Background: an optimization exercise with open tools, aiming at small area, a short achievable clock period and few clock cycles per item. Do not read the settings as production practice.
RTL that was checked went through simulation tests only; none was proved equivalent to the original.
The RTL of runs 6 and 7 was laid out without a check of its function.
Power and IR drop assume default switching activity.

==> design/flow/design.v <==
module bf_tape #(
  parameter int DATA_W = 8,
  parameter int ADDR_W = 8,
  parameter int DEPTH  = 2**ADDR_W
) (
  input  logic              clk,
  input  logic              rst_n,
  input  logic              cmd_valid,
  output logic              cmd_ready,
  input  logic [2:0]        cmd_op,
  input  logic [DATA_W-1:0] cmd_data,
  output logic [DATA_W-1:0] cell_out,
  output logic              cell_zero,
  output logic [ADDR_W-1:0] ptr_out,
  output logic              err
);
  localparam logic [2:0] OP_NOP = 3'd0, OP_INC = 3'd1, OP_DEC = 3'd2, OP_RIGHT = 3'd3,
                         OP_LEFT = 3'd4, OP_WRITE = 3'd5, OP_ADD = 3'd6, OP_CLEAR_ALL = 3'd7;
  localparam int NH = 16;    
  localparam int NL = 16;    
  logic [ADDR_W-1:0] ptr;
  logic [NH-1:0]     ph;     
  logic [NL-1:0]     pl;     
  logic [DATA_W-1:0] cur, nb_r, nb_l;
  logic              zero_q;
  logic              err_q;
  logic              clr_pend;
  logic              ready_q;
  logic [NH-1:0] wh;
  logic [NL-1:0] wl;
  assign wh = ph | {NH{clr_pend}};
  assign wl = pl | {NL{clr_pend}};
  logic [DATA_W-1:0] wdata;
  assign wdata = clr_pend ? '0 : cur;
  logic [DEPTH-1:0][DATA_W-1:0] cells;
  logic [DEPTH-1:0]             rsel;    
  for (genvar i = 0; i < DEPTH; i++) begin : g_cell
    localparam int IM = (i + DEPTH - 2) % DEPTH;
    localparam int IP = (i + 2) % DEPTH;
    always_ff @(posedge clk)
      if (wh[i / NL] && wl[i % NL]) cells[i] <= wdata;
    assign rsel[i] = (ph[IM / NL] && pl[IM % NL]) || (ph[IP / NL] && pl[IP % NL]);
  end
  logic [DATA_W-1:0] rd_b0, rd_b1;
  always_comb begin
    rd_b0 = '0;
    rd_b1 = '0;
    for (int i = 0; i < DEPTH; i++) begin
      if ((i >> 2) & 1) rd_b1 = rd_b1 | (cells[i] & {DATA_W{rsel[i]}});
      else              rd_b0 = rd_b0 | (cells[i] & {DATA_W{rsel[i]}});
    end
  end
  logic              p2_hi;
  logic [DATA_W-1:0] rd_p2, rd_m2;
  assign p2_hi = ptr[2] ^ ptr[1];
  assign rd_p2 = clr_pend ? '0 : (p2_hi ? rd_b1 : rd_b0);
  assign rd_m2 = clr_pend ? '0 : (p2_hi ? rd_b0 : rd_b1);
  logic accept, at_last, at_first;
  assign accept   = cmd_valid && ready_q;
  assign at_last  = ph[NH-1] && pl[NL-1];
  assign at_first = ph[0] && pl[0];
  logic mv_r, mv_l, clr, oob;
  assign mv_r = accept && cmd_op == OP_RIGHT && !at_last;
  assign mv_l = accept && cmd_op == OP_LEFT  && !at_first;
  assign clr  = accept && cmd_op == OP_CLEAR_ALL;
  assign oob  = accept && ((cmd_op == OP_RIGHT && at_last) || (cmd_op == OP_LEFT && at_first));
  logic [DATA_W-1:0] cur_nx;
  logic              zero_nx;
  logic [DATA_W-1:0] cur_inc, cur_dec, neg_cur;
  logic [ADDR_W-1:0] ptr_inc, ptr_dec, ptr_neg;
  bf_tape_step #(.W(DATA_W)) u_cur_step (.a(cur), .inc(cur_inc), .dec(cur_dec), .neg(neg_cur));
  logic [DATA_W-1:0] cur_add;
  bf_tape_add #(.W(DATA_W)) u_add (.a(cur), .b(cmd_data), .y(cur_add));
  bf_tape_step #(.W(ADDR_W)) u_ptr_step (.a(ptr), .inc(ptr_inc), .dec(ptr_dec), .neg(ptr_neg));
  always_comb begin
    cur_nx  = cur;
    zero_nx = zero_q;
    if (accept) begin
      case (cmd_op)
        OP_INC:       begin cur_nx = cur_inc;          zero_nx = (cur == '1); end
        OP_DEC:       begin cur_nx = cur_dec;          zero_nx = (cur == DATA_W'(1)); end
        OP_WRITE:     begin cur_nx = cmd_data;         zero_nx = (cmd_data == '0); end
        OP_ADD:       begin cur_nx = cur_add;            zero_nx = (cmd_data == neg_cur); end
        OP_RIGHT:     if (!at_last)  begin cur_nx = nb_r; zero_nx = (nb_r == '0); end
        OP_LEFT:      if (!at_first) begin cur_nx = nb_l; zero_nx = (nb_l == '0); end
        OP_CLEAR_ALL: begin cur_nx = '0; zero_nx = 1'b1; end
        default: ;
      endcase
    end
  end
  always_ff @(posedge clk or negedge rst_n) begin
    if (!rst_n) begin
      ph       <= NH'(1);
      pl       <= NL'(1);
      clr_pend <= 1'b1;
      ready_q  <= 1'b0;
    end else begin
      ready_q  <= 1'b1;
      clr_pend <= clr;
      if (clr) begin
        ph <= NH'(1);
        pl <= NL'(1);
      end else if (mv_r) begin
        pl <= {pl[NL-2:0], pl[NL-1]};
        if (pl[NL-1]) ph <= {ph[NH-2:0], ph[NH-1]};
      end else if (mv_l) begin
        pl <= {pl[0], pl[NL-1:1]};
        if (pl[0]) ph <= {ph[0], ph[NH-1:1]};
      end
    end
  end
  always_ff @(posedge clk) begin
    if (!ready_q) begin
      ptr    <= '0;
      cur    <= '0;
      nb_r   <= '0;
      nb_l   <= '0;
      zero_q <= 1'b1;
      err_q  <= 1'b0;
    end else begin
      cur    <= cur_nx;
      zero_q <= zero_nx;
      if (oob) err_q <= 1'b1;
      if (clr) begin
        ptr  <= '0;
        nb_r <= '0;
        nb_l <= '0;
      end else if (mv_r) begin
        ptr  <= ptr_inc;
        nb_l <= cur;
        nb_r <= rd_p2;
      end else if (mv_l) begin
        ptr  <= ptr_dec;
        nb_r <= cur;
        nb_l <= rd_m2;
      end
    end
  end
  assign cmd_ready = ready_q;
  assign cell_out  = cur;
  assign cell_zero = zero_q;
  assign ptr_out   = ptr;
  assign err       = err_q;
endmodule
module bf_tape_step #(parameter int W = 8) (
  input  logic [W-1:0] a,
  output logic [W-1:0] inc,
  output logic [W-1:0] dec,
  output logic [W-1:0] neg
);
  assign inc = a + W'(1);
  assign dec = a - W'(1);
  assign neg = -a;
endmodule
module bf_tape_add #(parameter int W = 8) (
  input  logic [W-1:0] a,
  input  logic [W-1:0] b,
  output logic [W-1:0] y
);
  localparam int L = (W <= 2) ? 1 : (W <= 4) ? 2 : (W <= 8) ? 3 : (W <= 16) ? 4 : 5;
  logic [W-1:0] g [L+1];
  logic [W-1:0] p [L+1];
  assign g[0] = a & b;
  assign p[0] = a ^ b;
  for (genvar l = 0; l < L; l++) begin : g_lvl
    for (genvar i = 0; i < W; i++) begin : g_bit
      if (i >= (1 << l)) begin : g_comb
        assign g[l+1][i] = g[l][i] | (p[l][i] & g[l][i - (1 << l)]);
        assign p[l+1][i] = p[l][i] & p[l][i - (1 << l)];
      end else begin : g_pass
        assign g[l+1][i] = g[l][i];
        assign p[l+1][i] = p[l][i];
      end
    end
  end
  assign y = p[0] ^ {g[L][W-2:0], 1'b0};
endmodule
==> design/flow/run.sh <==
#!/bin/bash
# synth_recipe.tcl (not shown) runs the flow's synth.tcl, then flattens the netlist and writes it again
# the make line also repeats each setting of config.mk as NAME=value (left out here)
make -C /OpenROAD-flow-scripts/flow DESIGN_CONFIG=/design/flow/config.mk WORK_HOME=/design/flow/orfs CLKGATE_MAP_FILE= SYNTH_SCRIPT=/design/flow/synth_recipe.tcl finish
==> design/flow/config.mk <==
export PLATFORM = sky130hd
export DESIGN_NAME = bf_tape
export DESIGN_NICKNAME = bf_tape
export VERILOG_FILES = /design/flow/design.v
export SDC_FILE = /design/flow/constraint.sdc
export NUM_CORES = 4
export LEC_CHECK = 0
export ABC_AREA = 1
export CAP_MARGIN = 20
export CORE_MARGIN = 2
export CORE_UTILIZATION = 60
export CTS_CLUSTER_DIAMETER = 100
export CTS_CLUSTER_SIZE = 25
export SETUP_SLACK_MARGIN = 3.3
export SLEW_MARGIN = 40
export SYNTH_HIERARCHICAL = 1
export SYNTH_MINIMUM_KEEP_SIZE = 0
==> design/flow/constraint.sdc <==
create_clock -name core_clock -period 6.0 [get_ports {clk}]
set_input_delay 1.2000 -clock core_clock [delete_from_list [all_inputs] [get_ports {clk}]]
set_output_delay 1.2000 -clock core_clock [all_outputs]
set_load 0.01 [all_outputs]
==> results of run 1 <==
## timing repair
action,CTS,global route
hold buffers,0,0
gates resized for setup,263,169
setup endpoints to repair,75,730
pin swaps,4,9
buffers inserted,25,11
cloned,1,0
## final timing paths
path | startpoint | endpoint | slack [ns]
max in group asynchronous | rst_n | ph[5]$_DFFE_PN0P_ | 5.19
hold / removal | rst_n | ready_q$_DFF_PN0_ | 0.40
min in group core_clock | zero_q$_SDFFE_PN1P_ | zero_q$_SDFFE_PN1P_ | 0.48
hold reg to reg | zero_q$_SDFFE_PN1P_ | zero_q$_SDFFE_PN1P_ | 0.48
setup / recovery | pl[15]$_DFFE_PN0P_ | nb_l[7]$_SDFFE_PP0P_ | 3.28
setup reg to reg | pl[15]$_DFFE_PN0P_ | nb_l[7]$_SDFFE_PP0P_ | 3.28
## worst max-delay path, stage by stage (launching register included)
cell and delay, ns:
dfrtp_1 0.47, buf_8 0.25, nand2_2 0.16, nand2_2 0.14, nand2_1 0.09, nand2_1 0.07
nor2_1 0.23, nand2_1 0.18, nor2_1 0.26, nand2_1 0.22, nor2_1 0.18, nand3_1 0.08
nand3_1 0.14, a21oi_1 0.09
## cell usage in the layout, fill, tap and decap left out, drive strengths merged, types with 3 or more instances in the layout
cell type         n
nand3            79
clkbuf          124
xnor2            11
dlygate4sd2      18
buf              97
dfxtp            34
a221oi            7
o21ai            69
nor2            727
nand2          4314
dlymetal6s2s      3
clkdlybuf4s15     3
inv             106
a21oi            40
clkinv            3
o21a              7
or2               3
a22oi             9
xor2             11
nand4            11
nor3              8
nor4              6
dfstp             3
o22ai            31
clkdlybuf4s50     7
ha               12
edfxtp         2048
dfrtp            31
## flip-flops by register name, indices dropped and copies added (netlist names)
name / cells
zero_q: 1
clr_pend: 1
cells: 2048
nb_r: 8
err_q: 1
ph: 16
nb_l: 8
ptr: 8
cur: 8
ready_q: 1
pl: 16
## through the flow
step,std cells,power [mW],setup slack [ns],utilization (%)
after floorplan,7699,27.8,2.80,-
after global placement,9545,34.7,1.81,62.1
after detailed placement,9553,34.9,1.76,62.3
after CTS,9707,42.9,3.30,64.7
after global routing,9719,45.2,3.24,65.2
final,9719,43.4,3.28,65.2
## cell type report
class                      instances  area (µm²)  area share [%]
timing repair buffer             128        1410            1.54
tap                             1890        2360            2.57
sequential                      2116       63100            68.6
clock buffer                     124        2530            2.75
multi-input combinational       5352       22200            24.1
inverter                         105         422           0.458
clock inverter                     4        50.0          0.0544
## power breakdown
group          leakage, nW  switching (mW)  internal [mW]
logic                 16.8            12.7           3.57
clock network         1.25            4.35           2.97
registers             19.9           0.919           18.9
total                 38.0            18.0           25.4
## metal layers
| metal | vias up | wire length [µm] | part of all wire, % | track usage, % |
|---|---|---|---|---|
| met5 | - | 33 | 0.015 | 0 |
| met4 | 4 | 9150 | 4.0 | 11.7 |
| met3 | 364 | 19000 | 8.3 | 4.68 |
| met2 | 2256 | 108000 | 47 | 50.3 |
| met1 | 26200 | 91700 | 40 | 43.6 |
| li1 | 25600 | - | - | - |
==> qor.csv, run 1 <==
stage,metric,value,unit
layout,ANT cells,0,
die,die area,0.145,mm²
cts,CTS buffer count,94,
timing,Worst Skew,0.0294,ns
drt,DRC errors left,0,
grt,largest net degree at the start of global routing,155,
grt,GR Overflow Total,0,
grt,GRT Total Usage,31.2,%
power_and_ir_drop,Max IR drop VDD,346,µV
critical_path,critical path launch point type,flop,
timing,post-route minimum period,2.72,ns
power_and_ir_drop,P per Cell Area,471,mW/mm²
timing,fin crit share,45.3,%
layout,Layout fillers,11000,
die,row count,138,
run_status,status,timing/DRC/antenna clean,
cts,H-tree lvl count,3,
drt,DRT Wirelength,227,mm
drt,Final ANT Viol Nets,0,
placement,port buffer count,32,
logic_synthesis,Syn Inst Count,7699,
timing,fin. max-slew vios,0,
layout,area grow syn2layout,8.10,%
grt,antenna violations before repair,3,
cts,Max clock buf depth,3,
drt,WL/cell,23.4,µm
placement,"Cell Area, Placed",0.0880,mm²
critical_path,"Arr. time, crit path",3.32,ns
critical_path,worst endpoint required time,6.60,ns
die,IO Count,33,
timing,Final Hold Fails,0,
die,Die Width,381,µm
die,Core Region,0.141,mm²
drt,total number of vias,54400,
timing,max frequency,368,MHz
layout,"Design Area, Final",0.0921,mm²
cts,clock sink total,2116,
placement,placer congestion estimate,0.942,
grt,vias in the first global route,51400,
critical_path,critical path type,flop to flop,
cts,root buffer selected by CTS,clkbuf_16,
timing,total negative slack,0,ns
timing,WHS,0.398,ns
critical_path,Worst setup EP type,flop,
timing,worst-margin pin slew,0.860,ns
drt,initial DRC count,5985,
layout,Nets,7824,
cts,Worst-path clk slew,0.10,ns
die,Initial Util,60.3,%
power_and_ir_drop,Leak Pwr,38.0,nW
timing,RSZ-0062 raised after global routing,true,
cts,CTS tree,yes,
cts,worst-skew pair later-pin latency,0.74,ns
run,number of max-cap violations,0,
timing,final setup violation count,0,
drt,drt pass-1 iters,8,
logic_synthesis,post-synth net total,7726,
logic_synthesis,"Cell Area, Synth",0.0852,mm²
placement,HPWL after detailed placement,151,mm
drt,vias per cell,5.60,
hold_path,min-delay worst type,input pin to async pin,
critical_path,largest fanout on the critical path,17,
timing,Max-slew headroom,42.7,%
logic_synthesis,Syn Area/Cell,11.1,µm²
die,die height,381,µm
logic_synthesis,Yosys Warn Count,10,
critical_path,R2R cell count,13,
layout,layout cells sized above 1,7.54,%
grt,first-pass GRT wire length,332,mm
Testbench counts, summed over its fixed seeds: cycles 48,048, items 48,032.
==> run 2: changes to the inputs <==
--- a/design/flow/config.mk
+++ b/design/flow/config.mk
@@ -11,7 +11,8 @@
 export CORE_UTILIZATION = 60
 export CTS_CLUSTER_DIAMETER = 100
 export CTS_CLUSTER_SIZE = 25
-export SETUP_SLACK_MARGIN = 3.3
+export PLACE_DENSITY = 0.75
+export SETUP_SLACK_MARGIN = 3.5
 export SLEW_MARGIN = 40
 export SYNTH_HIERARCHICAL = 1
 export SYNTH_MINIMUM_KEEP_SIZE = 0
==> run 2 against run 1 <==
Net effect:
- sequential power about the same
- worst hold slack got worse by 0.0060 ns
- largest cell class unchanged
- flip-flop and latch count is the same
- largest power group unchanged
- synthesized cell count stayed put
- critical path depth shrank 10
- non-clock buffer count up 24
- first-iteration DRC count grew 19%
- combinational power increased by 9.8%
- via count is 2.8% higher
- cell area rose by 1.8%
- utilization rose by 1.2 points
- critical endpoint is now cells[1277]$_DFFE_PP_
- maximum frequency up 7.3%
==> qor.csv, run 2 <==
stage,metric,value,unit,change
run_status,status,timing/DRC/antenna clean,,unchanged
cts,clock sink total,2116,,unchanged
die,Initial Util,60.3,%,unchanged
timing,worst-margin pin slew,0.900,ns,was 0.860 ns
critical_path,Worst setup EP type,flop,,unchanged
cts,post-cts hold buffer count,0,,unchanged
timing,final setup violation count,0,,unchanged
drt,Final ANT Viol Nets,0,,unchanged
critical_path,critical path launch point type,flop,,unchanged
run,number of max-cap violations,0,,unchanged
grt,first-pass GRT wire length,325,mm,was 332 mm
die,IO Count,33,,unchanged
cts,CTS buffer count,94,,unchanged
timing,Max-slew headroom,40.0,%,was 42.7%
drt,drt pass-1 iters,8,,unchanged
drt,WL/cell,23.0,µm,was 23.4 µm
timing,max frequency,394,MHz,was 368 MHz
cts,CTS tree,yes,,unchanged
hold_path,min-delay worst type,input pin to async pin,,unchanged
cts,Worst-path clk slew,0.11,ns,was 0.10 ns
drt,DRC errors left,0,,unchanged
layout,max reg flops,2048,,unchanged
logic_synthesis,"Cell Area, Synth",0.0852,mm²,unchanged
layout,Reg with most FFs,cells,,unchanged
die,Core Region,0.141,mm²,unchanged
die,row count,138,,unchanged
cts,root buffer selected by CTS,clkbuf_16,,unchanged
logic_synthesis,post-synth net total,7726,,unchanged
timing,total negative slack,0,ns,unchanged
layout,ANT cells,0,,unchanged
power_and_ir_drop,total power,44.8,mW,was 43.4 mW
die,die height,381,µm,unchanged
logic_synthesis,Syn Inst Count,7699,,unchanged
die,die area,0.145,mm²,unchanged
layout,area grow syn2layout,10.0,%,was 8.10%
cts,H-tree lvl count,3,,unchanged
critical_path,chain of cells forming the critical path,inv_12 > buf_12 > nand2_1,,was buf_8 > nand2_2 > nand2_2 > nand2_1 > nand2_1 > nor2_1 > nand2_1 > nor2_1 > nand2_1 > nor2_1 > nand3_1 > nand3_1 > a21oi_1
die,Die Width,381,µm,unchanged
critical_path,largest fanout on the critical path,113,,was 17
critical_path,"Arr. time, crit path",2.93,ns,was 3.32 ns
timing,fin crit share,42.3,%,was 45.3%
layout,most frequent cells in the layout,"3853 x nand2_1, 2048 x edfxtp_1, 554 x nor2_1",,"was 4101 x nand2_1, 2048 x edfxtp_1, 623 x nor2_1"
drt,initial DRC count,7128,,was 5985
placement,HPWL after detailed placement,145,mm,was 151 mm
grt,antenna violations before repair,1,,was 3
drt,vias per cell,5.75,,was 5.60
layout,layout cells sized above 1,12.2,%,was 7.54%
timing,Worst Skew,0.0279,ns,was 0.0294 ns
power_and_ir_drop,Max IR drop VDD,395,µV,was 346 µV
layout,Nets,7849,,was 7824
placement,placer congestion estimate,0.958,,was 0.942
grt,largest net degree at the start of global routing,167,,was 155
grt,vias in the first global route,52100,,was 51400
drt,DRT Wirelength,224,mm,was 227 mm
timing,RSZ-0062 raised after global routing,true,,unchanged
cts,Max clock buf depth,3,,unchanged
timing,post-route minimum period,2.54,ns,was 2.72 ns
critical_path,critical path type,flop to flop,,unchanged
logic_synthesis,Syn Area/Cell,11.1,µm²,unchanged
timing,WHS,0.392,ns,was 0.398 ns
timing,fin. max-slew vios,0,,unchanged
cts,worst-skew pair later-pin latency,0.75,ns,was 0.74 ns
power_and_ir_drop,Leak Pwr,38.6,nW,was 38.0 nW
layout,largest registers,"cells x2048, ph x16, pl x16",,unchanged
critical_path,worst endpoint required time,6.39,ns,was 6.60 ns
placement,port buffer count,32,,unchanged
grt,GR Overflow Total,0,,unchanged
power_and_ir_drop,P per Cell Area,478,mW/mm²,was 471 mW/mm²
critical_path,flop2flop setup slack,3.46,ns,was 3.28 ns
grt,GRT Total Usage,30.2,%,was 31.2%
drt,total number of vias,56000,,was 54400
critical_path,crit-path max cell delay,0.89,ns,was 0.47 ns
timing,Final Hold Fails,0,,unchanged
logic_synthesis,Yosys Warn Count,10,,unchanged
critical_path,"slowest stage cell, crit path",dfstp_4,,was dfrtp_1
layout,"most common cell after layout, fill and taps aside",nand2_1,,unchanged
==> run 2: where the power goes <==
group          switching (mW)  internal [mW]  leakage, nW
Sequential              0.789           18.9         19.9
Combinational            13.7           4.19         17.4
Clock                    4.32           2.92         1.23
Total                    18.8           26.0         38.6
==> run 2: area by class of cell <==
class	instances	area [µm²]
Timing Repair Buffer	152	1680
Clock inverter	5	53.8
Fill cell	10100	47500
Tap cell	1890	2360
Sequential cell	2116	63200
Multi-Input combinational cell	5353	23600
Inverter	105	424
Clock buffer	113	2470
==> run 2: worst max-delay path: cells and delay by family, from the launching register on <==
| family | cells | cell delay, ns |
|---|---|---|
| flip-flops | 1 | 0.89 |
| buffers and inverters | 2 | 0.60 |
| AND/OR/NAND/NOR | 1 | 0.47 |
==> run 2: timing repair <==
action / 4_1_cts / 5_1_grt
cloned: 2 / 2
pin swaps: 15 / 21
setup endpoints to repair: 1339 / 231
setup buffers: 42 / 23
gates resized for setup: 596 / 367
hold endpoints to repair: 0 / 0
==> run 2: final timing paths <==
| check | from | end | cells after the start |
|---|---|---|---|
| setup / recovery | clr_pend$_DFF_PN1_ | cells[1277]$_DFFE_PP_ | 3 |
| hold / removal | rst_n | ready_q$_DFF_PN0_ | 1 |
| setup reg to reg | clr_pend$_DFF_PN1_ | cells[1277]$_DFFE_PP_ | 3 |
| hold reg to reg | zero_q$_SDFFE_PN1P_ | zero_q$_SDFFE_PN1P_ | 2 |
| max in group asynchronous | rst_n | ph[7]$_DFFE_PN0P_ | 1 |
| min in group core_clock | zero_q$_SDFFE_PN1P_ | zero_q$_SDFFE_PN1P_ | 2 |
==> run 2: routing by layer <==
metal / wire length [µm] / GRT usage [%] / part of all wire [%]
met3: 23500 / 5.37 / 10
met4: 12600 / 14.4 / 5.6
met2: 103000 / 47.2 / 46
met1: 84800 / 41.5 / 38
met5: 7 / 0 / 0.0031
==> run 2: stage by stage <==
stage / cells / worst slack, ns / area, µm² / utilization [%]
after global routing: 9734 / 3.41 / 93700 / 66.4
after global placement: 9543 / 1.64 / 87800 / 62.1
final: 9734 / 3.46 / 93700 / 66.4
after detailed placement: 9544 / 1.63 / 87800 / 62.2
after floorplan: 7699 / 2.80 / 85300 / -
after CTS: 9706 / 3.47 / 92200 / 65.3
==> run 3: changes to the inputs <==
--- a/design/flow/config.mk
+++ b/design/flow/config.mk
@@ -9,9 +9,8 @@
 export CAP_MARGIN = 20
 export CORE_MARGIN = 2
 export CORE_UTILIZATION = 60
-export CTS_CLUSTER_DIAMETER = 100
+export CTS_CLUSTER_DIAMETER = 60
 export CTS_CLUSTER_SIZE = 25
-export PLACE_DENSITY = 0.75
 export SETUP_SLACK_MARGIN = 3.5
 export SLEW_MARGIN = 40
 export SYNTH_HIERARCHICAL = 1
==> run 3 against run 2 <==
Net effect:
- sequential share of layout area decreased by 1.3 points
- still clean on timing, DRC and antenna
- die area unchanged
- clock power increased by about 40%
- total power increased by 6.0%
- wire length increased by 2.8%
- non-clock buffer count decreased by 7
- setup slack got worse by 0.019 ns
==> qor.csv, run 3 <==
stage,metric,value,unit,change
logic_synthesis,Syn Area/Cell,11.1,µm²,unchanged
die,row count,138,,unchanged
grt,vias in the first global route,52000,,was 52100
cts,CTS buffer count,139,,was 94
placement,"Cell Area, Placed",0.0880,mm²,was 0.0878 mm²
hold_path,min-delay worst type,input pin to async pin,,unchanged
timing,worst-margin pin slew,0.874,ns,was 0.900 ns
timing,Worst Skew,0.0511,ns,was 0.0279 ns
drt,initial DRC count,6226,,was 7128
logic_synthesis,"Cell Area, Synth",0.0852,mm²,unchanged
layout,ANT cells,0,,unchanged
drt,total number of vias,55300,,was 56000
critical_path,Worst setup EP type,flop,,unchanged
grt,antenna violations before repair,3,,was 1
layout,"Design Area, Final",0.0956,mm²,was 0.0937 mm²
die,Die Width,381,µm,unchanged
timing,setup ws final,3.45,ns,was 3.46 ns
timing,max frequency,391,MHz,was 394 MHz
layout,Nets,7885,,was 7849
timing,fin. max-slew vios,0,,unchanged
cts,CTS tree,yes,,unchanged
timing,post-route minimum period,2.55,ns,was 2.54 ns
logic_synthesis,Syn Inst Count,7699,,unchanged
power_and_ir_drop,P per Cell Area,497,mW/mm²,was 478 mW/mm²
die,Core Region,0.141,mm²,unchanged
layout,layout cells sized above 1,13.1,%,was 12.2%
logic_synthesis,post-synth net total,7726,,unchanged
drt,DRT Wirelength,231,mm,was 224 mm
layout,largest registers,"cells x2048, ph x16, pl x16",,unchanged
placement,Post-Place Cells,9553,,was 9544
power_and_ir_drop,total power,47.5,mW,was 44.8 mW
timing,fin crit share,42.6,%,was 42.3%
die,IO Count,33,,unchanged
placement,HPWL after detailed placement,151,mm,was 145 mm
timing,Max-slew headroom,41.8,%,was 40.0%
critical_path,critical path launch point type,flop,,unchanged
cts,root buffer selected by CTS,clkbuf_16,,unchanged
drt,Final ANT Viol Nets,0,,unchanged
placement,setup slack after placement,1.76,ns,was 1.63 ns
cts,Max clock buf depth,3,,unchanged
critical_path,critical path type,flop to flop,,unchanged
drt,DRC errors left,0,,unchanged
die,die area,0.145,mm²,unchanged
cts,H-tree lvl count,4,,was 3
critical_path,"slowest stage cell, crit path",dfrtp_2,,was dfstp_4
critical_path,largest fanout on the critical path,13,,was 113
critical_path,crit-path max cell delay,0.51,ns,was 0.89 ns
grt,GR Overflow Total,0,,unchanged
timing,total negative slack,0,ns,unchanged
run_status,status,timing/DRC/antenna clean,,unchanged
power_and_ir_drop,Max IR drop VDD,379,µV,was 395 µV
critical_path,chain of cells forming the critical path,buf_12 > nand2_2 > nand2_2 > nand2_1 > nand2_1 > nor2_1 > nand2_1 > nor2_2 > nand2_2 > nor2_1 > nand3_1 > nand3_1 > a21oi_1,,was inv_12 > buf_12 > nand2_1
timing,final setup violation count,0,,unchanged
cts,Worst-path clk slew,0.07,ns,was 0.11 ns
grt,GRT Total Usage,31.7,%,was 30.2%
drt,drt pass-1 iters,7,,was 8
timing,Final Hold Fails,0,,unchanged
timing,WHS,0.351,ns,was 0.392 ns
power_and_ir_drop,Leak Pwr,39.4,nW,was 38.6 nW
layout,Reg with most FFs,cells,,unchanged
grt,first-pass GRT wire length,336,mm,was 325 mm
critical_path,"Arr. time, crit path",3.20,ns,was 2.93 ns
layout,area grow syn2layout,12.2,%,was 10.0%
cts,worst-skew pair later-pin latency,0.82,ns,was 0.75 ns
timing,RSZ-0062 raised after global routing,true,,unchanged
layout,"most common cell after layout, fill and taps aside",nand2_1,,unchanged
layout,most frequent cells in the layout,"3885 x nand2_1, 2048 x edfxtp_1, 562 x nor2_1",,"was 3853 x nand2_1, 2048 x edfxtp_1, 554 x nor2_1"
drt,WL/cell,23.4,µm,was 23.0 µm
placement,port buffer count,32,,unchanged
layout,final core utilization,67.7,%,was 66.4%
die,die height,381,µm,unchanged
cts,clock sink total,2116,,unchanged
grt,largest net degree at the start of global routing,155,,was 167
layout,final std cells w/o fill,9859,,was 9734
layout,max reg flops,2048,,unchanged
critical_path,worst endpoint required time,6.64,ns,was 6.39 ns
drt,vias per cell,5.61,,was 5.75
run,number of max-cap violations,0,,unchanged
logic_synthesis,Yosys Warn Count,10,,unchanged
placement,placer congestion estimate,0.942,,was 0.958
die,Initial Util,60.3,%,unchanged
-- run 3: report_power, final --
group / switching [mW] / internal (mW)
clock: 5.23 / 4.91
combinational: 13.6 / 4.11
sequential: 0.817 / 18.9
total: 19.6 / 27.9
-- run 3: critical path, delay by kind of cell, from the launching register on --
kind                   cells  cell delay (ns)
AO/OA/AOI/OAI              1             0.07
flip-flops                 1             0.51
AND/OR/NAND/NOR           11             1.55
buffers and inverters      1             0.23
-- run 3: path summary, 6_finish.rpt --
kind                                startpoint                    to  slack (ns)  cells after the start
min                                      rst_n     ready_q$_DFF_PN0_        0.35                      1
max in group asynchronous                rst_n     ph[1]$_DFFE_PN0P_        5.23                      1
min in group core_clock    zero_q$_SDFFE_PN1P_   zero_q$_SDFFE_PN1P_        0.46                      2
max                         pl[14]$_DFFE_PN0P_  nb_l[7]$_SDFFE_PP0P_        3.45                     13
min reg2reg                zero_q$_SDFFE_PN1P_   zero_q$_SDFFE_PN1P_        0.46                      2
max reg2reg                 pl[14]$_DFFE_PN0P_  nb_l[7]$_SDFFE_PP0P_        3.45                     13
-- run 3: cell type report --
| class | count | area [µm²] |
|---|---|---|
| repair buffers | 145 | 1670 |
| well taps | 1890 | 2360 |
| inverters | 105 | 428 |
| fillers | 10500 | 45700 |
| clock buffers | 158 | 3730 |
| multi-input cells | 5351 | 23200 |
| flip-flops and latches | 2116 | 63200 |
| clock inverters | 94 | 991 |
-- run 3: layer usage --
layer | GRT usage [%] | wire, µm | part of all wire, %
met4 | 13.6 | 11000 | 4.8
met3 | 4.94 | 18700 | 8.1
met1 | 44.1 | 92600 | 40
met5 | 0 | 28 | 0.012
met2 | 50.3 | 108000 | 47
-- run 3: repair_timing --
item / in CTS / in global routing
pin swaps: 19 / 22
buffers inserted: 44 / 9
hold buffers: 0 / 0
endpoints found under the setup margin: 1081 / 94
resized for setup: 621 / 261
==> run 4: changes to the inputs <==
--- a/design/flow/config.mk
+++ b/design/flow/config.mk
@@ -8,8 +8,8 @@
 export ABC_AREA = 1
 export CAP_MARGIN = 20
 export CORE_MARGIN = 2
-export CORE_UTILIZATION = 60
-export CTS_CLUSTER_DIAMETER = 60
+export CORE_UTILIZATION = 65
+export CTS_CLUSTER_DIAMETER = 100
 export CTS_CLUSTER_SIZE = 25
 export SETUP_SLACK_MARGIN = 3.5
 export SLEW_MARGIN = 40
==> run 4 against run 3 <==
Net effect:
- clock power down 28%
- utilization up 4.7 points
- clock-buffer cell count down 44
- critical endpoint is now nb_r[5]$_SDFFE_PP0P_
- worst hold slack better by 0.044 ns
- combinational power up 2%
- clock skew down 0.020 ns
- wire length down 2.9%
- sequential share of layout area up 1.2 points
- synthesized area unchanged
- setup slack better by 0.016 ns
- flip-flop and latch count unchanged
- still clean on timing, DRC and antenna
==> qor.csv, run 4 <==
stage,metric,value,unit,change
run_status,status,timing/DRC/antenna clean,,unchanged
placement,setup slack after placement,1.81,ns,was 1.76 ns
timing,fin. max-slew vios,0,,unchanged
layout,Reg with most FFs,cells,,unchanged
layout,"Design Area, Final",0.0939,mm²,was 0.0956 mm²
die,row count,132,,was 138
die,IO Count,33,,unchanged
timing,Max-slew headroom,45.4,%,was 41.8%
timing,setup ws final,3.46,ns,was 3.45 ns
drt,DRT Wirelength,224,mm,was 231 mm
grt,GRT Total Usage,32.9,%,was 31.7%
drt,total number of vias,55300,,about the same
cts,H-tree lvl count,3,,was 4
logic_synthesis,Syn Inst Count,7699,,unchanged
critical_path,chain of cells forming the critical path,buf_4 > nand2_1 > nand2_2 > nand2_1 > nand2_1 > nor2_1 > nand2_1 > nor2_2 > nand2_1 > nor2_2 > nand3_1 > nand3_1 > a21oi_1,,was buf_12 > nand2_2 > nand2_2 > nand2_1 > nand2_1 > nor2_1 > nand2_1 > nor2_2 > nand2_2 > nor2_1 > nand3_1 > nand3_1 > a21oi_1
cts,Worst-path clk slew,0.10,ns,was 0.07 ns
cts,clock sink total,2116,,unchanged
die,die area,0.134,mm²,was 0.145 mm²
critical_path,worst reg2reg endpoint,nb_r[5]$_SDFFE_PP0P_,,was nb_l[7]$_SDFFE_PP0P_
timing,RSZ-0062 raised after global routing,true,,unchanged
power_and_ir_drop,Leak Pwr,38.5,nW,was 39.4 nW
drt,initial DRC count,7484,,was 6226
layout,layout cells sized above 1,12.7,%,was 13.1%
cts,post-cts hold buffer count,0,,unchanged
critical_path,flop2flop setup slack,3.46,ns,was 3.45 ns
die,Die Width,366,µm,was 381 µm
critical_path,"Arr. time, crit path",3.18,ns,was 3.20 ns
grt,antenna violations before repair,1,,was 3
grt,largest net degree at the start of global routing,167,,was 155
die,Core Region,0.130,mm²,was 0.141 mm²
logic_synthesis,post-synth net total,7726,,unchanged
critical_path,"slowest stage cell, crit path",dfrtp_1,,was dfrtp_2
power_and_ir_drop,P per Cell Area,481,mW/mm²,was 497 mW/mm²
critical_path,crit-path max cell delay,0.41,ns,was 0.51 ns
logic_synthesis,"Cell Area, Synth",0.0852,mm²,unchanged
timing,Worst Skew,0.0308,ns,was 0.0511 ns
critical_path,"most used cell, CP",nand2_1,,
timing,total negative slack,0,ns,unchanged
layout,area grow syn2layout,10.2,%,was 12.2%
placement,Post-Place Cells,9402,,was 9553
drt,WL/cell,23.3,µm,was 23.4 µm
critical_path,Worst R2R Start,pl[8]$_DFFE_PN0P_,,was pl[14]$_DFFE_PN0P_
drt,DRC errors left,0,,unchanged
placement,port buffer count,32,,unchanged
timing,Final Hold Fails,0,,unchanged
layout,Nets,7849,,was 7885
cts,worst-skew pair later-pin latency,0.74,ns,was 0.82 ns
cts,CTS tree,yes,,unchanged
grt,vias in the first global route,51700,,was 52000
layout,max reg flops,2048,,unchanged
layout,"most common cell after layout, fill and taps aside",nand2_1,,unchanged
critical_path,R2R cell count,13,,unchanged
cts,Max clock buf depth,3,,unchanged
layout,final std cells w/o fill,9589,,was 9859
layout,Layout fillers,9039,,was 10500
critical_path,critical path type,flop to flop,,unchanged
power_and_ir_drop,total power,45.2,mW,was 47.5 mW
cts,root buffer selected by CTS,clkbuf_16,,unchanged
cts,CTS buffer count,94,,was 139
placement,placer congestion estimate,0.975,,was 0.942
layout,most frequent cells in the layout,"3849 x nand2_1, 2048 x edfxtp_1, 529 x nor2_1",,"was 3885 x nand2_1, 2048 x edfxtp_1, 562 x nor2_1"
run,number of max-cap violations,0,,unchanged
drt,vias per cell,5.77,,was 5.61
placement,"Cell Area, Placed",0.0877,mm²,was 0.0880 mm²
placement,HPWL after detailed placement,146,mm,was 151 mm
timing,max frequency,394,MHz,was 391 MHz
timing,worst-margin pin slew,0.819,ns,was 0.874 ns
layout,final core utilization,72.3,%,was 67.7%
timing,post-route minimum period,2.54,ns,was 2.55 ns
logic_synthesis,Syn Area/Cell,11.1,µm²,unchanged
timing,fin crit share,42.3,%,was 42.6%
power_and_ir_drop,Max IR drop VDD,396,µV,was 379 µV
layout,largest registers,"cells x2048, ph x16, pl x16",,unchanged
hold_path,min-delay worst type,input pin to async pin,,unchanged
die,Initial Util,65.6,%,was 60.3%
die,die height,366,µm,was 381 µm
critical_path,Worst setup EP type,flop,,unchanged
critical_path,largest fanout on the critical path,8,,was 13
critical_path,critical path launch point type,flop,,unchanged
timing,final setup violation count,0,,unchanged
grt,first-pass GRT wire length,326,mm,was 336 mm
drt,Final ANT Viol Nets,0,,unchanged
timing,WHS,0.395,ns,was 0.351 ns
drt,drt pass-1 iters,6,,was 7
logic_synthesis,Yosys Warn Count,10,,unchanged
critical_path,worst endpoint required time,6.64,ns,about the same
grt,GR Overflow Total,0,,unchanged
==> run 4: how the worst max path moves through the flow <==
stage / from / end / slack, ns / cells after the start
global placement: cmd_op[1] / ph[0]$_DFFE_PN1P_ / 1.86 / 12
CTS: clr_pend$_DFF_PN1_ / cells[641]$_DFFE_PP_ / 3.35 / 4
floorplan: clr_pend$_DFF_PN1_ / cells[1002]$_DFFE_PP_ / 2.80 / 2
global route: pl[2]$_DFFE_PN0P_ / nb_l[2]$_SDFFE_PP0P_ / 3.47 / 14
finish: pl[8]$_DFFE_PN0P_ / nb_r[5]$_SDFFE_PP0P_ / 3.46 / 13
detailed placement: cmd_op[1] / ph[0]$_DFFE_PN1P_ / 1.81 / 12
==> run 4: critical path, delay by kind of cell (launching register included) <==
family | cells | cell delay, ns
AND/OR/NAND/NOR | 11 | 1.66
flip-flops | 1 | 0.41
buffers and inverters | 1 | 0.23
AO/OA/AOI/OAI | 1 | 0.08
==> run 4: final cells by class <==
cell class / instances / area (µm²) / share of cell area (%)
clock inverter: 6 / 80.1 / 0.0853
tap: 1742 / 2180 / 2.32
clock buffer: 114 / 2490 / 2.65
antenna: 1 / 2.50 / 0.00267
multi-input combinational: 5352 / 23900 / 25.4
timing repair buffer: 153 / 1640 / 1.74
sequential: 2116 / 63200 / 67.3
inverter: 105 / 432 / 0.460
==> run 4: routing by layer <==
metal / global-route usage, % / vias up / wire, µm
met5: 0 / - / 0
met4: 15.0 / 0 / 12000
met3: 4.65 / 454 / 19600
met2: 51.9 / 2636 / 105000
met1: 46.3 / 26500 / 87600
li1: - / 25700 / -
==> run 4: report_power, final <==
part / leakage, nW / switching (mW) / internal (mW) / total [mW]
Clock: 1.25 / 4.33 / 2.99 / 7.32
Combinational: 17.4 / 13.8 / 4.32 / 18.1
Sequential: 19.9 / 0.842 / 18.9 / 19.7
==> run 4: what timing repair did <==
action | in CTS | in global routing
endpoints found under the setup margin | 1095 | 1204
hold endpoints to repair | 0 | 0
buffers inserted | 43 | 18
gates resized for setup | 674 | 365
pin swaps | 31 | 40
cloned | 0 | 1
==> run 5: changes to the inputs <==
--- a/design/flow/config.mk
+++ b/design/flow/config.mk
@@ -8,7 +8,7 @@
 export ABC_AREA = 1
 export CAP_MARGIN = 20
 export CORE_MARGIN = 2
-export CORE_UTILIZATION = 65
+export CORE_UTILIZATION = 60
 export CTS_CLUSTER_DIAMETER = 100
 export CTS_CLUSTER_SIZE = 25
 export SETUP_SLACK_MARGIN = 3.5
==> run 5 against run 4 <==
Net effect:
- clock power is essentially flat
- combinational power is essentially flat
- flip-flop and latch count is the same
- largest cell class unchanged
- via count shrank 0.57%
- non-clock buffer count grew 2
==> qor.csv, run 5 <==
stage,metric,value,unit,change
run_status,status,timing/DRC/antenna clean,,unchanged
drt,drt pass-1 iters,6,,unchanged
logic_synthesis,Yosys Warn Count,10,,unchanged
timing,total negative slack,0,ns,unchanged
grt,largest net degree at the start of global routing,155,,was 167
die,row count,138,,was 132
die,die area,0.145,mm²,was 0.134 mm²
power_and_ir_drop,P per Cell Area,480,mW/mm²,was 481 mW/mm²
timing,fin. max-slew vios,0,,unchanged
run,number of max-cap violations,0,,unchanged
layout,area grow syn2layout,9.85,%,was 10.2%
critical_path,Worst setup EP type,flop,,unchanged
timing,post-route minimum period,2.51,ns,was 2.54 ns
placement,HPWL after detailed placement,151,mm,was 146 mm
placement,port buffer count,32,,unchanged
cts,CTS buffer count,94,,unchanged
grt,GR Overflow Total,0,,unchanged
logic_synthesis,Syn Area/Cell,11.1,µm²,unchanged
timing,Worst Skew,0.0266,ns,was 0.0308 ns
layout,most frequent cells in the layout,"3854 x nand2_1, 2048 x edfxtp_1, 563 x nor2_1",,"was 3849 x nand2_1, 2048 x edfxtp_1, 529 x nor2_1"
die,IO Count,33,,unchanged
layout,largest registers,"cells x2048, ph x16, pl x16",,unchanged
critical_path,"Arr. time, crit path",3.13,ns,was 3.18 ns
power_and_ir_drop,Leak Pwr,38.4,nW,was 38.5 nW
layout,layout cells sized above 1,12.1,%,was 12.7%
hold_path,min-delay worst type,input pin to async pin,,unchanged
die,Core Region,0.141,mm²,was 0.130 mm²
layout,Layout fillers,10800,,was 9039
timing,final setup violation count,0,,unchanged
layout,Reg with most FFs,cells,,unchanged
layout,final std cells w/o fill,9746,,was 9589
drt,vias per cell,5.65,,was 5.77
cts,worst-skew pair later-pin latency,0.74,ns,about the same
grt,first-pass GRT wire length,334,mm,was 326 mm
layout,"most common cell after layout, fill and taps aside",nand2_1,,unchanged
drt,total number of vias,55000,,was 55300
timing,Final Hold Fails,0,,unchanged
grt,antenna violations before repair,2,,was 1
placement,placer congestion estimate,0.942,,was 0.975
layout,Nets,7851,,was 7849
cts,root buffer selected by CTS,clkbuf_16,,unchanged
timing,worst-margin pin slew,0.887,ns,was 0.819 ns
critical_path,critical path launch point type,flop,,unchanged
placement,Post-Place Cells,9553,,was 9402
timing,max frequency,398,MHz,was 394 MHz
cts,clock sink total,2116,,unchanged
logic_synthesis,post-synth net total,7726,,unchanged
drt,initial DRC count,6389,,was 7484
grt,GRT Total Usage,31.5,%,was 32.9%
drt,DRC errors left,0,,unchanged
layout,max reg flops,2048,,unchanged
die,Die Width,381,µm,was 366 µm
logic_synthesis,Syn Inst Count,7699,,unchanged
cts,Max clock buf depth,3,,unchanged
drt,WL/cell,23.7,µm,was 23.3 µm
grt,vias in the first global route,51600,,was 51700
cts,Worst-path clk slew,0.10,ns,about the same
power_and_ir_drop,total power,44.9,mW,was 45.2 mW
die,die height,381,µm,was 366 µm
critical_path,worst endpoint required time,6.62,ns,was 6.64 ns
power_and_ir_drop,Max IR drop VDD,352,µV,was 396 µV
timing,RSZ-0062 raised after global routing,true,,unchanged
layout,ANT cells,0,,was 1
critical_path,critical path type,flop to flop,,unchanged
critical_path,largest fanout on the critical path,8,,unchanged
timing,Max-slew headroom,40.9,%,was 45.4%
logic_synthesis,"Cell Area, Synth",0.0852,mm²,unchanged
drt,Final ANT Viol Nets,0,,unchanged
die,Initial Util,60.3,%,was 65.6%
drt,DRT Wirelength,231,mm,was 224 mm
cts,H-tree lvl count,3,,unchanged
cts,CTS tree,yes,,unchanged
timing,fin crit share,41.8,%,was 42.3%
-- run 5: power breakdown --
part | leakage (nW) | internal, mW | switching [mW] | total, mW
Combinational | 17.2 | 4.18 | 13.7 | 17.9
Sequential | 19.9 | 18.9 | 0.768 | 19.7
Clock | 1.25 | 2.97 | 4.37 | 7.34
Total | 38.4 | 26.0 | 18.8 | 44.9
-- run 5: through the flow --
stage          util [%]  hold WS, ns  setup slack [ns]  cell area [µm²]
6_report           66.3        0.404              3.49            93600
5_1_grt            66.3        0.417              3.44            93600
2_1_floorplan         -        0.500              2.80            85300
4_1_cts            65.4        0.472              3.46            92300
3_3_place_gp       62.1        0.461              1.81            87800
3_5_place_dp       62.3        0.464              1.76            88000
-- run 5: repair_timing --
| action | CTS | global route |
|---|---|---|
| gates cloned | 1 | 0 |
| endpoints found under the hold margin | 0 | 0 |
| resized for setup | 568 | 341 |
| hold buffers | 0 | 0 |
| setup endpoints to repair | 1110 | 68 |
| pin swaps | 16 | 21 |
| buffers inserted | 44 | 20 |
-- run 5: final timing paths --
kind | end | slack (ns) | cells after the start | startpoint
max | nb_r[6]$_SDFFE_PP0P_ | 3.49 | 13 | ph[10]$_DFFE_PN0P_
min | ready_q$_DFF_PN0_ | 0.40 | 1 | rst_n
max reg2reg | nb_r[6]$_SDFFE_PP0P_ | 3.49 | 13 | ph[10]$_DFFE_PN0P_
min reg2reg | zero_q$_SDFFE_PN1P_ | 0.47 | 2 | zero_q$_SDFFE_PN1P_
max in group asynchronous | ph[8]$_DFFE_PN0P_ | 5.19 | 1 | rst_n
min in group core_clock | zero_q$_SDFFE_PN1P_ | 0.47 | 2 | zero_q$_SDFFE_PN1P_
-- run 5: layer usage --
layer	vias up	part of all wire, %	GRT usage (%)	wire [µm]
met3	369	8.0	4.68	18500
li1	25700	-	-	-
met2	2267	48	50.9	110000
met5	-	0.0056	0	13
met1	26700	40	43.9	93100
met4	2	3.9	11.5	8950
-- run 5: layout make-up --
type,count,area [µm²],share of cell area [%]
flip-flops and latches,2116,63200,67.5
well taps,1890,2360,2.53
inverters,105,428,0.457
clock inverters,4,50.0,0.0535
repair buffers,155,1680,1.79
multi-input cells,5352,23400,25.0
clock buffers,124,2530,2.70
-- run 5: worst max-delay path, cell delays in order (launching register included) --
cell and delay, ns:
dfrtp_4 0.51, buf_6 0.17, nand2_2 0.17, nand2_2 0.17
nand2_1 0.10, nand2_1 0.05, nor2_1 0.14, nand2_1 0.19
nor2_4 0.24, nand2_1 0.15, nor2_2 0.19, nand3_1 0.08
nand3_1 0.13, a21oi_1 0.07
==> run 6: changes to the inputs <==
--- a/design/flow/design.v
+++ b/design/flow/design.v
@@ -50,11 +50,8 @@
       else              rd_b0 = rd_b0 | (cells[i] & {DATA_W{rsel[i]}});
     end
   end
-  logic              p2_hi;
-  logic [DATA_W-1:0] rd_p2, rd_m2;
+  logic p2_hi;
   assign p2_hi = ptr[2] ^ ptr[1];
-  assign rd_p2 = clr_pend ? '0 : (p2_hi ? rd_b1 : rd_b0);
-  assign rd_m2 = clr_pend ? '0 : (p2_hi ? rd_b0 : rd_b1);
   logic accept, at_last, at_first;
   assign accept   = cmd_valid && ready_q;
   assign at_last  = ph[NH-1] && pl[NL-1];
@@ -88,6 +85,21 @@
       endcase
     end
   end
+  logic              hold_nb;
+  logic [DATA_W-1:0] nb_r_nx, nb_l_nx;
+  assign hold_nb = ready_q && !(clr || mv_r || mv_l);
+  assign nb_r_nx = (rd_b1 & {DATA_W{mv_r && !clr_pend && p2_hi}})
+                 | (rd_b0 & {DATA_W{mv_r && !clr_pend && !p2_hi}})
+                 | (cur   & {DATA_W{mv_l}})
+                 | (nb_r  & {DATA_W{hold_nb}});
+  assign nb_l_nx = (rd_b0 & {DATA_W{mv_l && !clr_pend && p2_hi}})
+                 | (rd_b1 & {DATA_W{mv_l && !clr_pend && !p2_hi}})
+                 | (cur   & {DATA_W{mv_r}})
+                 | (nb_l  & {DATA_W{hold_nb}});
+  always_ff @(posedge clk) begin
+    nb_r <= nb_r_nx;
+    nb_l <= nb_l_nx;
+  end
   always_ff @(posedge clk or negedge rst_n) begin
     if (!rst_n) begin
       ph       <= NH'(1);
@@ -113,27 +125,15 @@
     if (!ready_q) begin
       ptr    <= '0;
       cur    <= '0;
-      nb_r   <= '0;
-      nb_l   <= '0;
       zero_q <= 1'b1;
       err_q  <= 1'b0;
     end else begin
       cur    <= cur_nx;
       zero_q <= zero_nx;
       if (oob) err_q <= 1'b1;
-      if (clr) begin
-        ptr  <= '0;
-        nb_r <= '0;
-        nb_l <= '0;
-      end else if (mv_r) begin
-        ptr  <= ptr_inc;
-        nb_l <= cur;
-        nb_r <= rd_p2;
-      end else if (mv_l) begin
-        ptr  <= ptr_dec;
-        nb_r <= cur;
-        nb_l <= rd_m2;
-      end
+      if (clr)       ptr <= '0;
+      else if (mv_r) ptr <= ptr_inc;
+      else if (mv_l) ptr <= ptr_dec;
     end
   end
   assign cmd_ready = ready_q;
==> run 6 against run 5 <==
Net effect:
- still clean on timing, DRC and antenna
- maximum frequency fell by 4.1%
- worst hold slack better by 0.0098 ns
- sequential power is 2% higher
- critical path depth decreased by 11
- combinational power grew 13%
- final cell count increased by 0.78%
- via count is 3.7% higher
- clock skew is 0.0077 ns higher
- register-to-register slack got worse by 0.07 ns
- cell area is 1.8% higher
- flip-flop and latch count is the same
- non-clock buffer count rose by 57
==> qor.csv, run 6 <==
stage,metric,value,unit,change
power_and_ir_drop,internal power,26.8,mW,was 26.0 mW
power_and_ir_drop,Max IR drop VDD,346,µV,was 352 µV
power_and_ir_drop,total power,47.8,mW,was 44.9 mW
die,row count,138,,unchanged
power_and_ir_drop,Comb pwr share,42.3,%,was 39.8%
placement,"Cell Area, Placed",0.0878,mm²,was 0.0880 mm²
layout,Reg with most FFs,cells,,unchanged
critical_path,crit-path max cell delay,0.42,ns,was 0.51 ns
cts,CTS tree,yes,,unchanged
power_and_ir_drop,Clock power frac,15.5,%,was 16.4%
timing,Final Hold Fails,0,,unchanged
critical_path,worst endpoint required time,4.80,ns,was 6.62 ns
power_and_ir_drop,P per Cell Area,501,mW/mm²,was 480 mW/mm²
drt,Final ANT Viol Nets,0,,unchanged
drt,WL/cell,26.5,µm,was 23.7 µm
critical_path,"slowest stage cell, crit path",dfrtp_1,,was dfrtp_4
critical_path,critical path launch point type,flop,,unchanged
layout,area grow syn2layout,11.8,%,was 9.85%
die,Initial Util,60.3,%,unchanged
power_and_ir_drop,Psw,20.9,mW,was 18.8 mW
die,Core Region,0.141,mm²,unchanged
layout,final core utilization,67.5,%,was 66.3%
logic_synthesis,post-synth net total,7748,,was 7726
logic_synthesis,Syn Area/Cell,11.0,µm²,was 11.1 µm²
cts,root buffer selected by CTS,clkbuf_16,,unchanged
power_and_ir_drop,Leak Pwr,39.2,nW,was 38.4 nW
grt,GR Overflow Total,0,,unchanged
logic_synthesis,"Cell Area, Synth",0.0852,mm²,unchanged
hold_path,min-delay worst type,input pin to async pin,,unchanged
die,die height,381,µm,unchanged
layout,layout cells sized above 1,14.9,%,was 12.1%
timing,fin crit share,43.7,%,was 41.8%
die,die area,0.145,mm²,unchanged
drt,drt pass-1 iters,8,,was 6
layout,max reg flops,2048,,unchanged
timing,worst-margin pin slew,1.00,ns,was 0.887 ns
placement,placer congestion estimate,0.964,,was 0.942
grt,antenna violations before repair,5,,was 2
layout,largest registers,"cells x2048, ph x16, pl x16",,unchanged
timing,fin. max-slew vios,0,,unchanged
grt,first-pass GRT wire length,365,mm,was 334 mm
drt,total number of vias,57100,,was 55000
layout,most frequent cells in the layout,"3713 x nand2_1, 2048 x edfxtp_1, 574 x nor2_1",,"was 3854 x nand2_1, 2048 x edfxtp_1, 563 x nor2_1"
layout,"most common cell after layout, fill and taps aside",nand2_1,,unchanged
layout,"Design Area, Final",0.0953,mm²,was 0.0936 mm²
grt,GRT Total Usage,35.2,%,was 31.5%
critical_path,chain of cells forming the critical path,buf_12 > buf_6,,was buf_6 > nand2_2 > nand2_2 > nand2_1 > nand2_1 > nor2_1 > nand2_1 > nor2_4 > nand2_1 > nor2_2 > nand3_1 > nand3_1 > a21oi_1
timing,RSZ-0062 raised after global routing,true,,unchanged
timing,total negative slack,0,ns,unchanged
critical_path,largest fanout on the critical path,2,,was 8
layout,Layout fillers,10700,,was 10800
timing,post-route minimum period,2.62,ns,was 2.51 ns
cts,CTS buffer count,94,,unchanged
grt,vias in the first global route,52400,,was 51600
cts,H-tree lvl count,3,,unchanged
placement,HPWL after detailed placement,172,mm,was 151 mm
drt,vias per cell,5.81,,was 5.65
placement,port buffer count,32,,unchanged
run_status,status,timing/DRC/antenna clean,,unchanged
grt,largest net degree at the start of global routing,168,,was 155
placement,setup slack after placement,1.65,ns,was 1.76 ns
critical_path,"Arr. time, crit path",1.42,ns,was 3.13 ns
die,Die Width,381,µm,unchanged
logic_synthesis,Yosys Warn Count,10,,unchanged
critical_path,R2R cell count,3,,was 13
drt,DRT Wirelength,260,mm,was 231 mm
drt,initial DRC count,8003,,was 6389
power_and_ir_drop,Sw Share,43.8,%,was 42.0%
critical_path,Worst setup EP type,output pin,,was flop
cts,clock sink total,2116,,unchanged
timing,max frequency,382,MHz,was 398 MHz
cts,Worst-path clk slew,0.11,ns,was 0.10 ns
layout,Nets,7937,,was 7851
power_and_ir_drop,sequential power share,42.2,%,was 43.8%
drt,DRC errors left,0,,unchanged
critical_path,Worst R2R Start,clr_pend$_DFF_PN1_,,was ph[10]$_DFFE_PN0P_
logic_synthesis,Syn Inst Count,7722,,was 7699
timing,Max-slew headroom,33.1,%,was 40.9%
run,number of max-cap violations,0,,unchanged
cts,Max clock buf depth,3,,unchanged
cts,post-cts hold buffer count,0,,unchanged
timing,Worst Skew,0.0343,ns,was 0.0266 ns
timing,setup ws final,3.38,ns,was 3.49 ns
cts,worst-skew pair later-pin latency,0.77,ns,was 0.74 ns
die,IO Count,33,,unchanged
critical_path,critical path type,flop to output pin,,was flop to flop
timing,final setup violation count,0,,unchanged
critical_path,CP startpoint,ready_q$_DFF_PN0_,,was ph[10]$_DFFE_PN0P_
## run 6: final timing paths
check,end,slack (ns)
setup / recovery,cmd_ready,3.38
hold / removal,pl[1]$_DFFE_PN0P_,0.41
setup reg to reg,cells[1421]$_DFFE_PP_,3.42
hold reg to reg,zero_q$_SDFFE_PN1P_,0.49
max in group asynchronous,ph[6]$_DFFE_PN0P_,5.15
min in group core_clock,zero_q$_SDFFE_PN1P_,0.49
## run 6: what timing repair did
| action | 4_1_cts | 5_1_grt |
|---|---|---|
| pin swaps | 25 | 47 |
| cloned | 3 | 2 |
| setup endpoints to repair | 1098 | 291 |
| gates resized for setup | 733 | 436 |
| buffers inserted | 81 | 50 |
## run 6: per-stage QoR
| step | hold WS [ns] | std cells |
|---|---|---|
| 2_1_floorplan | 0.504 | 7722 |
| 3_3_place_gp | 0.459 | 9561 |
| 3_5_place_dp | 0.483 | 9566 |
| 4_1_cts | 0.402 | 9766 |
| 5_1_grt | 0.429 | 9821 |
| 6_report | 0.414 | 9822 |
## run 6: layout make-up
cell class              count  area (µm²)  share of cell area [%]
flip-flops and latches   2116       63200                    66.3
multi-input cells        5355       24300                    25.5
clock buffers             110        2480                    2.60
well taps                1890        2360                    2.48
repair buffers            212        2330                    2.44
inverters                 132         528                   0.554
clock inverters             6         128                   0.134
diodes                      1        2.50                 0.00263
## run 6: per-layer routing
metal  track usage, %  part of all wire (%)  routed length, µm
met5                0                0.0046                 12
met4             13.7                   4.6              12100
met3             5.97                    11              27700
met2             53.4                    45             117000
met1             51.7                    40             103000
## run 6: critical path, delay by kind of cell, from the launching register on
family,cells,cell delay [ns]
flip-flops,1,0.42
buffers and inverters,2,0.25
## run 6: power groups by stage
stage / sequential (mW) / combinational (mW) / clock [mW]
floorplan: 20.0 / 8.52 / 0
global placement: 20.8 / 15.5 / 0
detailed placement: 20.9 / 15.6 / 0
CTS: 20.2 / 18.1 / 7.42
global route: 20.3 / 21.1 / 7.86
finish: 20.1 / 20.2 / 7.42
==> run 7: changes to the inputs <==
--- a/design/flow/config.mk
+++ b/design/flow/config.mk
@@ -11,7 +11,7 @@
 export CORE_UTILIZATION = 60
 export CTS_CLUSTER_DIAMETER = 100
 export CTS_CLUSTER_SIZE = 25
-export SETUP_SLACK_MARGIN = 3.5
+export SETUP_SLACK_MARGIN = 3.8
 export SLEW_MARGIN = 40
 export SYNTH_HIERARCHICAL = 1
 export SYNTH_MINIMUM_KEEP_SIZE = 0
==> run 7 against run 6 <==
Net effect:
- maximum frequency is 0.14% lower
- worst hold slack worse by 0.0058 ns
- wire length is 3.3% higher
- via count is 1.9% higher
- global-route usage is 1.2 points higher
- synthesized cell count stayed put
- final cell count is 0.58% higher
- largest power group unchanged
==> qor.csv, run 7 <==
stage,metric,value,unit,change
run_status,status,timing/DRC/antenna clean,,unchanged
placement,HPWL after detailed placement,172,mm,unchanged
layout,area grow syn2layout,17.3,%,was 11.8%
critical_path,Worst setup EP type,output pin,,unchanged
timing,worst-margin pin slew,0.857,ns,was 1.00 ns
cts,CTS buffer count,94,,unchanged
cts,root buffer selected by CTS,clkbuf_16,,unchanged
timing,RSZ-0062 raised after global routing,true,,unchanged
critical_path,crit-path leading delay family,flip-flops,,unchanged
logic_synthesis,Syn Inst Count,7722,,unchanged
cts,Max clock buf depth,3,,unchanged
drt,drt pass-1 iters,6,,was 8
critical_path,"Arr. time, crit path",1.42,ns,about the same
critical_path,"slowest stage cell, crit path",dfrtp_1,,unchanged
drt,initial DRC count,8168,,was 8003
drt,DRT Wirelength,269,mm,was 260 mm
critical_path,crit path buf inv count,2,,unchanged
cts,Worst-path clk slew,0.10,ns,was 0.11 ns
power_and_ir_drop,Comb pwr share,46.1,%,was 42.3%
critical_path,critical path launch point type,flop,,unchanged
timing,max frequency,381,MHz,was 382 MHz
logic_synthesis,"Cell Area, Synth",0.0852,mm²,unchanged
die,Die Width,381,µm,unchanged
cts,worst-skew pair later-pin latency,0.76,ns,was 0.77 ns
layout,Nets,7994,,was 7937
run,number of max-cap violations,0,,unchanged
layout,most frequent cells in the layout,"3458 x nand2_1, 2048 x edfxtp_1, 418 x nand2_2",,"was 3713 x nand2_1, 2048 x edfxtp_1, 574 x nor2_1"
cts,clock sink total,2116,,unchanged
drt,WL/cell,27.2,µm,was 26.5 µm
drt,total number of vias,58200,,was 57100
critical_path,worst endpoint required time,4.80,ns,about the same
critical_path,crit-path max cell delay,0.42,ns,about the same
power_and_ir_drop,Leak Pwr,41.1,nW,was 39.2 nW
timing,Max-slew headroom,42.9,%,was 33.1%
layout,"most common cell after layout, fill and taps aside",nand2_1,,unchanged
critical_path,chain of cells forming the critical path,buf_12 > buf_6,,unchanged
power_and_ir_drop,Max IR drop VDD,354,µV,was 346 µV
hold_path,min-delay worst type,input pin to async pin,,unchanged
grt,largest net degree at the start of global routing,153,,was 168
layout,Reg with most FFs,cells,,unchanged
power_and_ir_drop,Psw,22.8,mW,was 20.9 mW
logic_synthesis,post-synth net total,7748,,unchanged
grt,GR Overflow Total,0,,unchanged
die,Initial Util,60.3,%,unchanged
power_and_ir_drop,Sw Share,44.7,%,was 43.8%
placement,placer congestion estimate,0.964,,unchanged
layout,Layout fillers,10000,,was 10700
power_and_ir_drop,internal power,28.2,mW,was 26.8 mW
die,row count,138,,unchanged
timing,post-route minimum period,2.62,ns,about the same
critical_path,critical path type,flop to output pin,,unchanged
drt,Final ANT Viol Nets,0,,unchanged
timing,Final Hold Fails,0,,unchanged
power_and_ir_drop,P per Cell Area,510,mW/mm²,was 501 mW/mm²
die,die height,381,µm,unchanged
drt,DRC errors left,0,,unchanged
grt,vias in the first global route,53600,,was 52400
timing,fin. max-slew vios,0,,unchanged
power_and_ir_drop,Clock power frac,14.6,%,was 15.5%
placement,port buffer count,32,,unchanged
grt,antenna violations before repair,4,,was 5
cts,CTS tree,yes,,unchanged
drt,vias per cell,5.89,,was 5.81
critical_path,largest fanout on the critical path,2,,unchanged
logic_synthesis,Yosys Warn Count,10,,unchanged
layout,layout cells sized above 1,21.0,%,was 14.9%
timing,Worst Skew,0.0274,ns,was 0.0343 ns
grt,GRT Total Usage,36.4,%,was 35.2%
layout,largest registers,"cells x2048, ph x16, pl x16",,unchanged
die,die area,0.145,mm²,unchanged
cts,H-tree lvl count,3,,unchanged
timing,total negative slack,0,ns,unchanged
die,Core Region,0.141,mm²,unchanged
die,IO Count,33,,unchanged
timing,final setup violation count,0,,unchanged
logic_synthesis,Syn Area/Cell,11.0,µm²,unchanged
timing,fin crit share,43.7,%,about the same
layout,final core utilization,70.7,%,was 67.5%
grt,first-pass GRT wire length,376,mm,was 365 mm
power_and_ir_drop,sequential power share,39.3,%,was 42.2%
layout,max reg flops,2048,,unchanged
-- run 7: worst paths after layout --
| kind | from | end | slack [ns] | cells past startpoint |
|---|---|---|---|---|
| setup / recovery | ready_q$_DFF_PN0_ | cmd_ready | 3.38 | 2 |
| hold reg to reg | zero_q$_SDFFE_PN1P_ | zero_q$_SDFFE_PN1P_ | 0.50 | 2 |
| setup reg to reg | pl[3]$_DFFE_PN0P_ | nb_r[4]$_DFF_P_ | 3.51 | 14 |
| max in group asynchronous | rst_n | ph[6]$_DFFE_PN0P_ | 5.14 | 1 |
| min in group core_clock | zero_q$_SDFFE_PN1P_ | zero_q$_SDFFE_PN1P_ | 0.50 | 2 |
| hold / removal | rst_n | ready_q$_DFF_PN0_ | 0.41 | 1 |
-- run 7: layout make-up --
type / count / area, µm² / area share (%)
clock inverter: 6 / 128 / 0.128
inverter: 132 / 542 / 0.542
timing repair inverter: 1 / 8.76 / 0.00877
clock buffer: 110 / 2480 / 2.48
timing repair buffer: 266 / 3330 / 3.34
tap: 1890 / 2360 / 2.37
multi-input combinational: 5357 / 27900 / 27.9
sequential: 2116 / 63200 / 63.3
antenna: 1 / 2.50 / 0.00251
-- run 7: layer usage --
| layer | share of wire [%] | global-route usage (%) | routed length, µm |
|---|---|---|---|
| met1 | 39 | 53.1 | 105000 |
| met2 | 45 | 54.9 | 121000 |
| met3 | 11 | 5.92 | 28600 |
| met4 | 5.1 | 15.9 | 13800 |
| met5 | 0 | 0 | 0 |
-- run 7: metrics by stage --
stage	hold WS, ns	instances	total power [mW]	area [µm²]	worst slack (ns)
after floorplan	0.504	7722	28.5	85300	2.81
after global placement	0.459	9561	36.3	87700	1.70
after detailed placement	0.483	9566	36.5	87800	1.65
after CTS	0.402	9832	48.4	97100	3.36
after global routing	0.421	9878	52.5	99900	3.34
final	0.408	9879	51.0	99900	3.38
-- run 7: power groups by stage --
stage	Sequential, mW	Combinational, mW	Clock (mW)
2_1_floorplan	20.0	8.52	0
3_3_place_gp	20.8	15.5	0
3_5_place_dp	20.9	15.6	0
4_1_cts	20.0	20.9	7.42
5_1_grt	20.3	24.4	7.86
6_report	20.0	23.5	7.43
-- run 7: what timing repair did --
item | CTS | global route
cloned | 10 | 2
resized for setup | 1559 | 585
endpoints found under the setup margin | 2384 | 654
pin swaps | 185 | 241
setup buffers | 140 | 40
hold buffers | 0 | 0

[what the ideal ports hide]
How much do the figures lean on ideal ports? The routed layouts below were timed once more, with nothing changed but the port constraints.
Step 1 assumes that a clkbuf_16 drives the clock port and a buf_2 every other input.
Step 2, shift: input delay + t, output delay - t, t = (earliest + latest rising clock arrival at the registers) / 2. This alone moves slack from input paths to output paths.
Three values: ideal ports, drivers, drivers and shift; two values: the first two.
run	shift t [ns]	setup WS [ns]	worst slew at a driven data input, ns
run 1	0.809	3.280 / 3.269 / 2.652	0.03
run 2	0.824	3.465 / 3.450 / 2.796	0.05
run 3	0.887	3.446 / 3.410 / 2.799	0.03
run 4	0.809	3.462 / 3.441 / 2.854	0.05
run 5	0.818	3.489 / 3.446 / 2.820	0.03
run 6	0.835	3.381 / 3.300 / 2.783	0.07
run 7	0.835	3.377 / 3.295 / 3.047	0.07
After both steps every run listed still meets setup and hold.
